Background: an optimization exercise with open tools, aiming at small area, a short achievable clock period and few clock cycles per item. Do not read the settings as production practice. Function was checked by simulation only, so behaviour that the tests miss may differ from the original. No activity file was given, so power comes from the tool's default toggle rates.

## flow/design.v (module list and top-level ports; edited modules follow where they fit)
// module csa_fa: 4 lines
// module csa_ha: 4 lines
// module csa_hai: 4 lines
// module csa_xnor: 3 lines
// module csa_or: 3 lines
// module bicubic_tree1: 299 lines
// module bicubic_tree2: 254 lines
// module bicubic_tree3: 250 lines
// module bicubic_pnext: 88 lines
// module bicubic_resampler: 308 lines
// module bicubic_coef: 14 lines
module bicubic_resampler #(
    parameter int LEN_W = bicubic_pkg::LEN_W
) (
    input  wire logic              CLK,
    input  wire logic              RST,
    input  wire logic              start_i,
    input  wire logic [LEN_W-1:0]  src_len_i,
    input  wire logic [LEN_W-1:0]  dst_len_i,
    input  wire logic              src_valid_i,
    input  wire bicubic_pkg::pix_t src_pix_i,
    output logic                   src_ready_o,
    output logic                   out_valid_o,
    output bicubic_pkg::pix_t      out_pix_o,
    input  wire logic              out_ready_i,
    output logic                   done_o
);
  // ...
==> flow/flow/run.sh <==
#!/bin/bash
set -euo pipefail
sed 's/ SETUP_SLACK_MARGIN=[0-9.]* / SETUP_SLACK_MARGIN=6.6 /' standard.sh > standard_margin.sh
grep -q 'SETUP_SLACK_MARGIN=6.6' standard_margin.sh
bash standard_margin.sh > standard.log 2>&1
==> flow/standard.sh <==
#!/bin/bash
# synth_recipe.tcl (not shown) runs the flow's synth.tcl, then flattens the netlist and writes it again
# the make line also repeats each setting of config.mk as NAME=value (left out here)
make -C /OpenROAD-flow-scripts/flow DESIGN_CONFIG=/design/flow/config.mk WORK_HOME=/design/flow/orfs CLKGATE_MAP_FILE= SYNTH_SCRIPT=/design/flow/synth_recipe.tcl "${@:-finish}"
==> flow/config.mk <==
export PLATFORM = sky130hd
export DESIGN_NAME = bicubic_resampler
export DESIGN_NICKNAME = bicubic_resampler
export VERILOG_FILES = /design/flow/design.v
export SDC_FILE = /design/flow/constraint.sdc
export NUM_CORES = 4
export LEC_CHECK = 0
export ABC_CLOCK_PERIOD_IN_PS = 4000
export CAP_MARGIN = 20
export CORE_MARGIN = 2
export CORE_UTILIZATION = 55
export CTS_CLUSTER_DIAMETER = 100
export CTS_CLUSTER_SIZE = 22
export PLACE_DENSITY = 0.8
export SETUP_SLACK_MARGIN = 5
export SLEW_MARGIN = 20
export SYNTH_HIERARCHICAL = 1
==> flow/constraint.sdc <==
create_clock -name core_clock -period 10.0 [get_ports {CLK}]
set_input_delay 2.0000 -clock core_clock [delete_from_list [all_inputs] [get_ports {CLK}]]
set_output_delay 2.0000 -clock core_clock [all_outputs]
set_load 0.01 [all_outputs]
==> results.cfg, run 1 <==
[timing]
period_minus_slack_ps = 3390
relSlewSlack_pct = 31.4
worstMarginPinSlew_ps = 1020
rsz0062_at_grt = true
fin_worst_skew_ps = 41.8

[power_and_ir_drop]
power.share.sequential_pct = 30.7
switchingPower_mw = 3.76
power_density_nw_per_um2 = 305
clock_power_mw = 0.952

[final_layout]
diodes = 0
final_cell_mix = 448 x nand2_1, 236 x fa_1, 235 x dfxtp_1
largest_cell_class = multi-input combinational cells
signal_buffers = 92
clkbuf_count = 33
largest_register_ffs = 56
multi_input_area_share_pct = 56.2
inv_count = 172

[cts]
path_clk_slew_ps = 90
htree_levels = 1
clock_latency_ps = 560

[routing]
dr_wl_met2_mm = 27.7
routed.top_layer = met4

[floorplan]
die_h_um = 227
die-area_um2 = 51400

[worst_setup_path]
endpoint_kind = flip-flop
path_max_fanout = 11

[placed_design]
dp.cells = 3202

[min_path]
worstHoldStart = x1[0]$_DFF_P_

[outcome]
status = complete, no violations

[global_routing]
grt_usage_pct = 22.4
grt_first_pass_wirelength_mm = 94.1
top_usage_layer = met2

[synthesis]
yosys_warnings = 10
Testbench counts, summed over its fixed seeds: cycles 18,916, items 16,987.
==> run 2, diff against run 1 <==
--- a/flow/config.mk
+++ b/flow/config.mk
@@ -12,6 +12,7 @@
 export CTS_CLUSTER_DIAMETER = 100
 export CTS_CLUSTER_SIZE = 22
-export PLACE_DENSITY = 0.8
+export PLACE_DENSITY = 0.75
 export SETUP_SLACK_MARGIN = 5
 export SLEW_MARGIN = 20
 export SYNTH_HIERARCHICAL = 1
+export TNS_END_PERCENT = 30
==> results.cfg, run 2 <==
[final_layout]
layout.nets = 3048
final_cell_mix = 447 x nand2_1, 236 x fa_1, 236 x dfxtp_1
regMostFlops = qe
diodes = 0
fin_util_pct = 59.6
layout-drive-gt1-share_pct = 11.0
area_growth_pct = 6.99
largest_register_ffs = 56
layout_commonest_cell = nand2_1

[worst_setup_path]
arrival_ps = 1500
critPathRequiredTime_ps = 8000
path_max_fanout = 2
endpoint_kind = output port
setup.worst_path.class = reg -> out
critPathTopFamily = buffers and inverters
crit_chain = clkdlybuf4s50_1
critPathLaunchType = flip-flop
cpMaxStageDelayCell = clkdlybuf4s50_1
cp_num_buf_inv = 1
max_stage_delay_ps = 550

[floorplan]
die-area_um2 = 51400
initial_core_util_pct = 55.7
die_h_um = 227
die_width_um = 227
rows = 81
core_um2 = 49000
io_pins = 38

[timing]
slew_violations = 0
relSlewSlack_pct = 31.0
setup_violations = 0
period_share_pct = 35.0
hold_violations = 0
fin_worst_skew_ps = 45.2
period_minus_slack_ps = 3500
setup_slack_ps = 6500
clock.fmax_ghz = 0.286
tns_ps = 0
rsz0062_at_grt = true
worstMarginPinSlew_ps = 1020

[power_and_ir_drop]
power.share.sequential_pct = 30.1
switching_share_pct = 42.2
clkPwrFrac_pct = 10.9
ir_worst_vdd_uv = 251
comb_power_share_pct = 59.0
power_density_nw_per_um2 = 308
total_power_mw = 8.98
switchingPower_mw = 3.79
p_leak_nw = 10.5
power.internal_mw = 5.19

[routing]
route.vias.total = 18600
via_per_inst = 5.63
detail-route-antenna-nets = 0
wl_mm = 56.1
first_pass_iters = 5
wl_per_cell_um = 17.0
drc = 0
drt_iter0_drc = 1592

[placed_design]
io_buffers = 37
place_ws_ps = 5500
finalWeightedCongestion = 0.905
place_hpwl_mm = 41.5

[cts]
clock_latency_ps = 580
clock_path_buffers = 3
htree_levels = 1
cts_tree = done
cts_buffers = 23
path_clk_slew_ps = 90
cts_root_buffer = clkbuf_16
clock_sinks = 407

[global_routing]
grt_overflow = 0
grt_max_degree = 41
grt_first_pass_wirelength_mm = 92.0
antenna_found_initial = 0
grt_usage_pct = 22.0
grt_pass1_vias = 18600

[min_path]
hold_path_class = reg -> reg

[synthesis]
syn_area_per_cell_um2 = 10.2
syn_area_um2 = 27300
syn_nets = 3097
yosys_warnings = 10
netlist_instances = 2667

[run]
drv_cap = 0

[outcome]
status = complete, no violations
==> run 2: worst paths after layout <==
kind	start	end	slack (ps)	cells past startpoint
worst max-delay path	srdy$_SDFF_PP0_	src_ready_o	6500	1
worst min-delay path	pp3[4]$_DFF_P_	pp4[4]$_DFF_P_	330	0
worst min register to register	pp3[4]$_DFF_P_	pp4[4]$_DFF_P_	330	0
worst max register to register	p3[1]$_DFFE_PP_	pa[9]$_DFFE_PP_	6640	11
==> run 2: what timing repair did <==
action,4_1_cts,5_1_grt
resized for setup,58,100
pin swaps,8,23
gates cloned,0,2
setup buffers,30,24
endpoints found under the hold margin,0,0
hold buffers,0,0
endpoints found under the setup margin,90,86
==> run 2: power groups by stage <==
| stage | sequential (mW) | combinational, mW | clock, mW |
|---|---|---|---|
| CTS | 2.70 | 4.97 | 1.00 |
| global placement | 2.76 | 4.49 | 0 |
| global route | 2.75 | 5.86 | 1.06 |
| detailed placement | 2.77 | 4.67 | 0 |
| floorplan | 2.51 | 4.25 | 0 |
| finish | 2.70 | 5.30 | 0.979 |
==> run 2: final cells by class <==
class	count	area, µm²
fill	3953	19800
multi-input combinational	1916	16400
timing repair buffer	98	861
tap	664	831
inverter	172	671
sequential	407	9790
clock inverter	4	48.8
clock buffer	33	617
==> run 2: layer usage <==
metal  vias to the layer above  global-route usage (%)  share of wire, %
li1                       8791                       -                 -
met1                      9088                    30.1                44
met2                       589                    37.6                48
met3                        86                    2.68               6.1
met4                         0                    4.97               2.0
met5                         -                       0                 0
==> run 2: through the flow <==
step	instances	cell area (µm²)	hold WS, ps
2_1_floorplan	2667	27400	310
3_3_place_gp	3200	27700	310
3_5_place_dp	3201	27700	312
4_1_cts	3268	28700	330
5_1_grt	3294	29200	333
6_report	3294	29200	328
==> run 3, diff against run 2 <==
--- a/flow/config.mk
+++ b/flow/config.mk
@@ -16,3 +16,3 @@
 export SLEW_MARGIN = 20
 export SYNTH_HIERARCHICAL = 1
-export TNS_END_PERCENT = 30
+export TNS_END_PERCENT = 60
==> results.cfg, run 3 <==
[final_layout]
layout-drive-gt1-share_pct = 11.6
final_cell_area_um2 = 29300
fillers = 3929
diodes = 0
area_growth_pct = 7.51
layout_commonest_cell = nand2_1
layout.nets = 3054
regMostFlops = qe
final_cell_mix = 447 x nand2_1, 236 x fa_1, 235 x dfxtp_1
largest_register_ffs = 56

[routing]
wl_mm = 56.3
route.vias.total = 18600
drt_iter0_drc = 1567
wl_per_cell_um = 17.1
detail-route-antenna-nets = 0
first_pass_iters = 6
drc = 0
via_per_inst = 5.64

[cts]
clock_path_buffers = 3
cts_buffers = 23
clock_sinks = 407
path_clk_slew_ps = 80
cts_root_buffer = clkbuf_16
hold_buffers = 0
htree_levels = 1
cts_tree = done
clock_latency_ps = 580

[global_routing]
grt_usage_pct = 22.0
grt_overflow = 0
grt_pass1_vias = 18600
antenna_found_initial = 0
grt_first_pass_wirelength_mm = 92.1
grt_max_degree = 41

[power_and_ir_drop]
power_density_nw_per_um2 = 310
total_power_mw = 9.09
ir_worst_vdd_uv = 258
p_leak_nw = 10.6

[floorplan]
io_pins = 38
rows = 81
initial_core_util_pct = 55.7
die-area_um2 = 51400
die_width_um = 227
core_um2 = 49000
die_h_um = 227

[timing]
period_share_pct = 34.4
period_minus_slack_ps = 3440
slew_violations = 0
hold_violations = 0
fin_worst_skew_ps = 41.9
clock.fmax_ghz = 0.291
rsz0062_at_grt = true
relSlewSlack_pct = 31.0
tns_ps = 0
setup_violations = 0
worstMarginPinSlew_ps = 1020

[run]
drv_cap = 0

[synthesis]
yosys_warnings = 10
syn_area_um2 = 27300
syn_area_per_cell_um2 = 10.2
netlist_instances = 2667
syn_nets = 3097

[worst_setup_path]
crit_path_end = out_pix_o[6]
reg2reg_to = pa[9]$_DFFE_PP_
cpMaxStageDelayCell = clkdlybuf4s50_1
critPathRequiredTime_ps = 8000
cp_num_buf_inv = 1
max_stage_delay_ps = 540
critPathLaunchType = flip-flop
rrSetupSlack_ps = 6630
arrival_ps = 1440
critPathLaunch = qe[0][6]$_DFFE_PP_
r2r_start = p3[4]$_DFFE_PP_
setup.worst_path.class = reg -> out
critPathTopFamily = buffers and inverters
path_max_fanout = 1
crit_chain = clkdlybuf4s50_1
reg2regPathDepth = 11
cp_num_cells = 1
endpoint_kind = output port

[placed_design]
finalWeightedCongestion = 0.905
io_buffers = 37
placed_cell_area_um2 = 27700
place_hpwl_mm = 41.5

[min_path]
worstHoldStart = pp3[4]$_DFF_P_
hold_path_class = reg -> reg

[outcome]
status = complete, no violations
[run 3: final cells by class]
type	instances	area [µm²]	share of cell area, %
repair buffers	104	912	3.11
inverters	172	674	2.30
flip-flops and latches	407	9800	33.4
multi-input cells	1916	16400	56.1
clock inverters	4	48.8	0.166
clock buffers	33	617	2.10
well taps	664	831	2.83
[run 3: power breakdown]
group	switching (mW)	internal (mW)	total (mW)	leakage [nW]
combinational	2.93	2.48	5.41	6.75
sequential	0.376	2.33	2.70	3.53
clock	0.539	0.439	0.978	0.318
total	3.84	5.25	9.09	10.6
[run 3: worst min-delay path by stage]
stage | to | slack, ps | cells after the start
floorplan | c2[0]$_DFF_P_ | 310 | 0
global placement | x2[5]$_DFF_P_ | 310 | 0
detailed placement | pp3[6]$_DFF_P_ | 310 | 0
CTS | pp4[4]$_DFF_P_ | 330 | 0
global route | x4[5]$_DFF_P_ | 330 | 0
finish | pp4[4]$_DFF_P_ | 330 | 0
[run 3: per-layer routing]
| layer | share of wire [%] | up-vias | track usage, % | wire [µm] |
|---|---|---|---|---|
| li1 | - | 8785 | - | - |
| met4 | 1.9 | 0 | 4.92 | 1080 |
| met5 | 0 | - | 0 | 0 |
| met1 | 43 | 9122 | 30.1 | 24400 |
| met3 | 6.3 | 81 | 2.66 | 3530 |
| met2 | 48 | 632 | 37.7 | 27200 |
[run 3: metrics by stage]
stage          setup WS [ps]  hold slack (ps)  utilization (%)  std cells
2_1_floorplan           6440              310                -       2667
3_3_place_gp            5490              310             56.5       3200
3_5_place_dp            5500              312             56.5       3201
4_1_cts                 6490              330             58.6       3270
5_1_grt                 6490              333             59.9       3300
6_report                6560              328             59.9       3300
[run 3: repair_timing]
item | 4_1_cts | 5_1_grt
setup buffers | 32 | 28
endpoints found under the setup margin | 90 | 80
hold endpoints to repair | 0 | 0
gates cloned | 0 | 2
resized for setup | 59 | 116
pin swaps | 8 | 24
==> run 4, diff against run 3 <==
--- a/flow/config.mk
+++ b/flow/config.mk
@@ -16,3 +16,2 @@
 export SLEW_MARGIN = 20
 export SYNTH_HIERARCHICAL = 1
-export TNS_END_PERCENT = 60
==> results.cfg, run 4 <==
[floorplan]
core_um2 = 49000
die-area_um2 = 51400
die_width_um = 227
die_h_um = 227
io_pins = 38
initial_core_util_pct = 55.7
rows = 81

[final_layout]
layout_commonest_cell = nand2_1
final_cell_mix = 447 x nand2_1, 236 x fa_1, 234 x dfxtp_1
layout-drive-gt1-share_pct = 10.2
largest_register_ffs = 56
final_cell_area_um2 = 29000
regMostFlops = qe
diodes = 0
area_growth_pct = 6.26
layout.nets = 3036
fillers = 4033

[placed_design]
finalWeightedCongestion = 0.883
io_buffers = 37
placed_cell_area_um2 = 27700
place_hpwl_mm = 41.5

[synthesis]
syn_nets = 3097
yosys_warnings = 10
netlist_instances = 2667
syn_area_um2 = 27300
syn_area_per_cell_um2 = 10.2

[timing]
period_share_pct = 34.0
hold_violations = 0
clock.fmax_ghz = 0.294
setup_violations = 0
relSlewSlack_pct = 30.7
fin_worst_skew_ps = 26.5
period_minus_slack_ps = 3400
slew_violations = 0
worstMarginPinSlew_ps = 1030
rsz0062_at_grt = true
tns_ps = 0

[routing]
first_pass_iters = 5
route.vias.total = 18400
wl_per_cell_um = 16.8
drt_iter0_drc = 1424
wl_mm = 55.2
drc = 0
via_per_inst = 5.60
detail-route-antenna-nets = 0

[power_and_ir_drop]
ir_worst_vdd_uv = 216
p_leak_nw = 10.5
power_density_nw_per_um2 = 302

[cts]
hold_buffers = 0
path_clk_slew_ps = 100
clock_sinks = 407
clock_latency_ps = 560
htree_levels = 1
clock_path_buffers = 3
cts_tree = done
cts_root_buffer = clkbuf_16
cts_buffers = 22

[min_path]
hold_path_class = reg -> reg

[worst_setup_path]
setup.worst_path.class = reg -> reg
endpoint_kind = flip-flop
arrival_ps = 3720
critPathLaunchType = flip-flop
path_max_fanout = 5
critPathRequiredTime_ps = 10320

[global_routing]
use_met2_pct = 37.7
top_usage_layer = met2
met1_usage_pct = 29.7
grt_first_pass_wirelength_mm = 91.7
grtUsageMet3_pct = 2.99
antenna_found_initial = 0
grt_max_degree = 41
grt_pass1_vias = 18700
grt_usage_pct = 21.9
grt_overflow = 0

[run]
drv_cap = 0

[outcome]
status = complete, no violations
## run 4: changes by cell type in the layout (fill, tap and decap cells not counted), moves of 3 or more
cell | previous run | this run
ha_1 | 139 | 147
mux2i_4 | 4 | 0
xnor2_2 | 3 | 0
ha_2 | 13 | 5
clkdlybuf4s50_1 | 15 | 8
dlymetal6s2s_1 | 8 | 3
buf_4 | 61 | 45
xnor2_1 | 115 | 118
dlygate4sd2_1 | 2 | 15
inv_2 | 7 | 10
## run 4: area by class of cell
class | instances | area (µm²) | area share [%]
Clock inverter | 2 | 13.8 | 0.0475
Inverter | 172 | 667 | 2.30
Clock buffer | 33 | 623 | 2.15
Tap cell | 664 | 831 | 2.87
Timing Repair Buffer | 86 | 727 | 2.51
Multi-Input combinational cell | 1917 | 16300 | 56.3
Sequential cell | 407 | 9800 | 33.8
## run 4: power by group
part	total [mW]	internal, mW	switching [mW]	leakage (nW)
Clock	0.959	0.434	0.525	0.309
Combinational	5.09	2.31	2.78	6.61
Sequential	2.71	2.33	0.384	3.53
Total	8.76	5.08	3.69	10.5
## run 4: timing repair
| item | CTS | global route |
|---|---|---|
| setup buffers | 18 | 23 |
| endpoints found under the setup margin | 80 | 68 |
| resized for setup | 66 | 82 |
| endpoints found under the hold margin | 0 | 0 |
| pin swaps | 5 | 11 |
| gates cloned | 1 | 1 |
## run 4: worst paths after layout
check	startpoint	endpoint	slack, ps	depth (start not counted)
setup / recovery	den[1]$_DFFE_PP_	en[6]$_DFFE_PP_	6600	11
hold / removal	c1[3]$_DFF_P_	c2[3]$_DFF_P_	330	0
setup reg to reg	den[1]$_DFFE_PP_	en[6]$_DFFE_PP_	6600	11
hold reg to reg	c1[3]$_DFF_P_	c2[3]$_DFF_P_	330	0
## run 4: through the flow
stage	power, mW	hold slack (ps)	cells	setup WS (ps)	util [%]
final	8.76	329	3281	6600	59.2
after global routing	9.46	333	3281	6490	59.2
after CTS	8.58	330	3257	6450	58.4
after detailed placement	7.42	312	3203	5450	56.6
after global placement	7.23	310	3202	5520	56.6
after floorplan	6.77	310	2667	6440	-
## run 4: layer usage
metal  share of wire [%]  vias up
li1                    -     8755
met5                   0        -
met2                  48      503
met1                  45     9049
met4                 1.8        0
met3                 5.4       75
## run 4: worst max-delay path, cell delays in order, from the launching register on
cell      delay (ps)
edfxtp_1         500
fa_2             460
nand2b_4         180
a21oi_4          220
nor2_2            90
ha_1             360
a21o_1           200
a31oi_4          180
inv_1            110
a221o_2          480
mux2i_2          270
o211ai_1         110
==> run 5, diff against run 4 <==
==> flow/flow/run.sh (replaced) <==
#!/bin/bash
set -euo pipefail
sed 's/ SETUP_SLACK_MARGIN=[0-9.]* / SETUP_SLACK_MARGIN=6.5 /' standard.sh > standard_margin.sh
grep -q 'SETUP_SLACK_MARGIN=6.5' standard_margin.sh
bash standard_margin.sh > standard.log 2>&1
--- a/flow/config.mk
+++ b/flow/config.mk
@@ -10,6 +10,4 @@
 export CORE_MARGIN = 2
 export CORE_UTILIZATION = 55
-export CTS_CLUSTER_DIAMETER = 100
-export CTS_CLUSTER_SIZE = 22
 export PLACE_DENSITY = 0.75
 export SETUP_SLACK_MARGIN = 5
==> results.cfg, run 5 <==
[worst_setup_path]
endpoint_kind = output port
reg2regPathDepth = 7
critPathLaunchType = flip-flop
setup.worst_path.class = reg -> out
cp_num_cells = 1
rrSetupSlack_ps = 6620
max_stage_delay_ps = 550
cpMaxStageDelayCell = clkdlybuf4s50_1
crit_chain = clkdlybuf4s50_1
cp_num_buf_inv = 1
critPathRequiredTime_ps = 8000
path_max_fanout = 1
arrival_ps = 1460
critPathTopFamily = buffers and inverters

[synthesis]
syn_area_um2 = 27300
syn_area_per_cell_um2 = 10.2
yosys_warnings = 10
netlist_instances = 2667
syn_nets = 3097

[cts]
hold_buffers = 0
clock_latency_ps = 590
cts_buffers = 45
clock_sinks = 407
path_clk_slew_ps = 60
cts_root_buffer = clkbuf_16
clock_path_buffers = 3
cts_tree = done
htree_levels = 2

[final_layout]
area_growth_pct = 9.26
diodes = 0
layout.nets = 3054
layout_commonest_cell = nand2_1
final_cells = 3324
final_cell_area_um2 = 29800
fin_util_pct = 60.9
regMostFlops = qe
layout-drive-gt1-share_pct = 10.9
largest_register_ffs = 56
final_cell_mix = 448 x nand2_1, 239 x dfxtp_1, 236 x fa_1

[global_routing]
grt_pass1_vias = 19200
grt_usage_pct = 22.7
grt_overflow = 0
grt_max_degree = 41
grt_first_pass_wirelength_mm = 94.5
antenna_found_initial = 1

[power_and_ir_drop]
power_density_nw_per_um2 = 319
ir_worst_vdd_uv = 256
p_leak_nw = 10.9

[timing]
setup_violations = 0
slew_violations = 0
rsz0062_at_grt = true
fin_worst_skew_ps = 27.7
clock.fmax_ghz = 0.289
tns_ps = 0
worstMarginPinSlew_ps = 1080
hold_violations = 0
setup_slack_ps = 6540
period_share_pct = 34.6
relSlewSlack_pct = 27.4
period_minus_slack_ps = 3460

[min_path]
worstHoldPathCells = 0
hold_path_class = reg -> reg

[run]
drv_cap = 0

[placed_design]
finalWeightedCongestion = 0.937
place_ws_ps = 5480
placed_cell_area_um2 = 27700
place_hpwl_mm = 42.0
io_buffers = 37
dp.cells = 3202

[routing]
via_per_inst = 5.65
first_pass_iters = 5
drc = 0
drt_iter0_drc = 1419
route.vias.total = 18800
detail-route-antenna-nets = 0
wl_per_cell_um = 17.3
wl_mm = 57.4

[floorplan]
core_um2 = 49000
die_width_um = 227
die-area_um2 = 51400
rows = 81
die_h_um = 227
initial_core_util_pct = 55.7
io_pins = 38

[outcome]
status = complete, no violations
[run 5: area by class of cell]
cell class	instances	area [µm²]
sequential	407	9790
multi-input combinational	1917	16300
fill	3833	19200
clock inverter	23	260
timing repair buffer	81	713
clock buffer	60	1280
tap	664	831
inverter	172	656
[run 5: metrics by stage]
step	hold WS, ps	total power, mW
after floorplan	310	6.76
after global routing	323	10.2
after detailed placement	312	7.44
after global placement	310	7.22
after CTS	312	9.35
final	315	9.51
[run 5: report_power, final]
group | internal (mW) | switching, mW
registers | 2.33 | 0.385
clock network | 0.992 | 0.703
logic | 2.29 | 2.81
total | 5.62 | 3.90
[run 5: what timing repair did]
action,4_1_cts,5_1_grt
endpoints found under the setup margin,64,46
resized for setup,59,65
pin swaps,7,13
setup buffers,15,21
gates cloned,1,1
[run 5: worst paths after layout]
| kind | start | end |
|---|---|---|
| min reg2reg | x1[7]$_DFF_P_ | x2[7]$_DFF_P_ |
| max reg2reg | out0$_DFF_P_ | r1b[3]$_DFF_P_ |
| min | x1[7]$_DFF_P_ | x2[7]$_DFF_P_ |
| max | qe[0][3]$_DFFE_PP_ | out_pix_o[3] |
[run 5: metal layers]
layer / GRT usage [%] / vias up / wire length (µm)
met1: 30.4 / 9224 / 24800
met4: 6.79 / 0 / 1300
met3: 3.37 / 122 / 3580
met2: 38.1 / 615 / 27700
li1: - / 8833 / -
met5: 0 / - / 0

[what the ideal ports hide]
The results above use ideal ports. As a check the final layouts listed here were re-extracted and re-timed, cells and wires unchanged. Step 1: set_driving_cell puts a clkbuf_16 on CLK and a buf_2 on each other input, an assumption about the parent block. Step 2 adds t to the input delays and takes it off the output delays; t is the mean of the earliest and latest rising clock arrival at the registers after step 1. Input paths then give back, and output paths get back, about the clock's delay inside the block. a / b / c = no drivers / after step 1 / after step 2; a / b = the first two.
run | t (ns) | setup WS [ns] | clock arrival spread, ns | slew at the worst register clock pin (ns) | pins driven straight from the clock port
run 1 | 0.600 | 6.606 / 6.618 / 6.031 | 0.049 / 0.050 | 0.10 / 0.10 | 1
run 2 | 0.619 | 6.500 / 6.441 / 6.043 | 0.055 / 0.055 | 0.10 / 0.10 | 1
run 3 | 0.618 | 6.562 / 6.504 / 6.036 | 0.054 / 0.054 | 0.10 / 0.10 | 1
run 4 | 0.601 | 6.598 / 6.598 / 6.069 | 0.038 / 0.038 | 0.10 / 0.10 | 1
run 5 | 0.621 | 6.544 / 6.490 / 5.978 | 0.038 / 0.037 | 0.07 / 0.07 | 1
After both steps setup and hold are still met in every run listed. The setup slack of run 1, which loses most, moves by +0.012 ns with the drivers and by -0.575 ns with both steps.
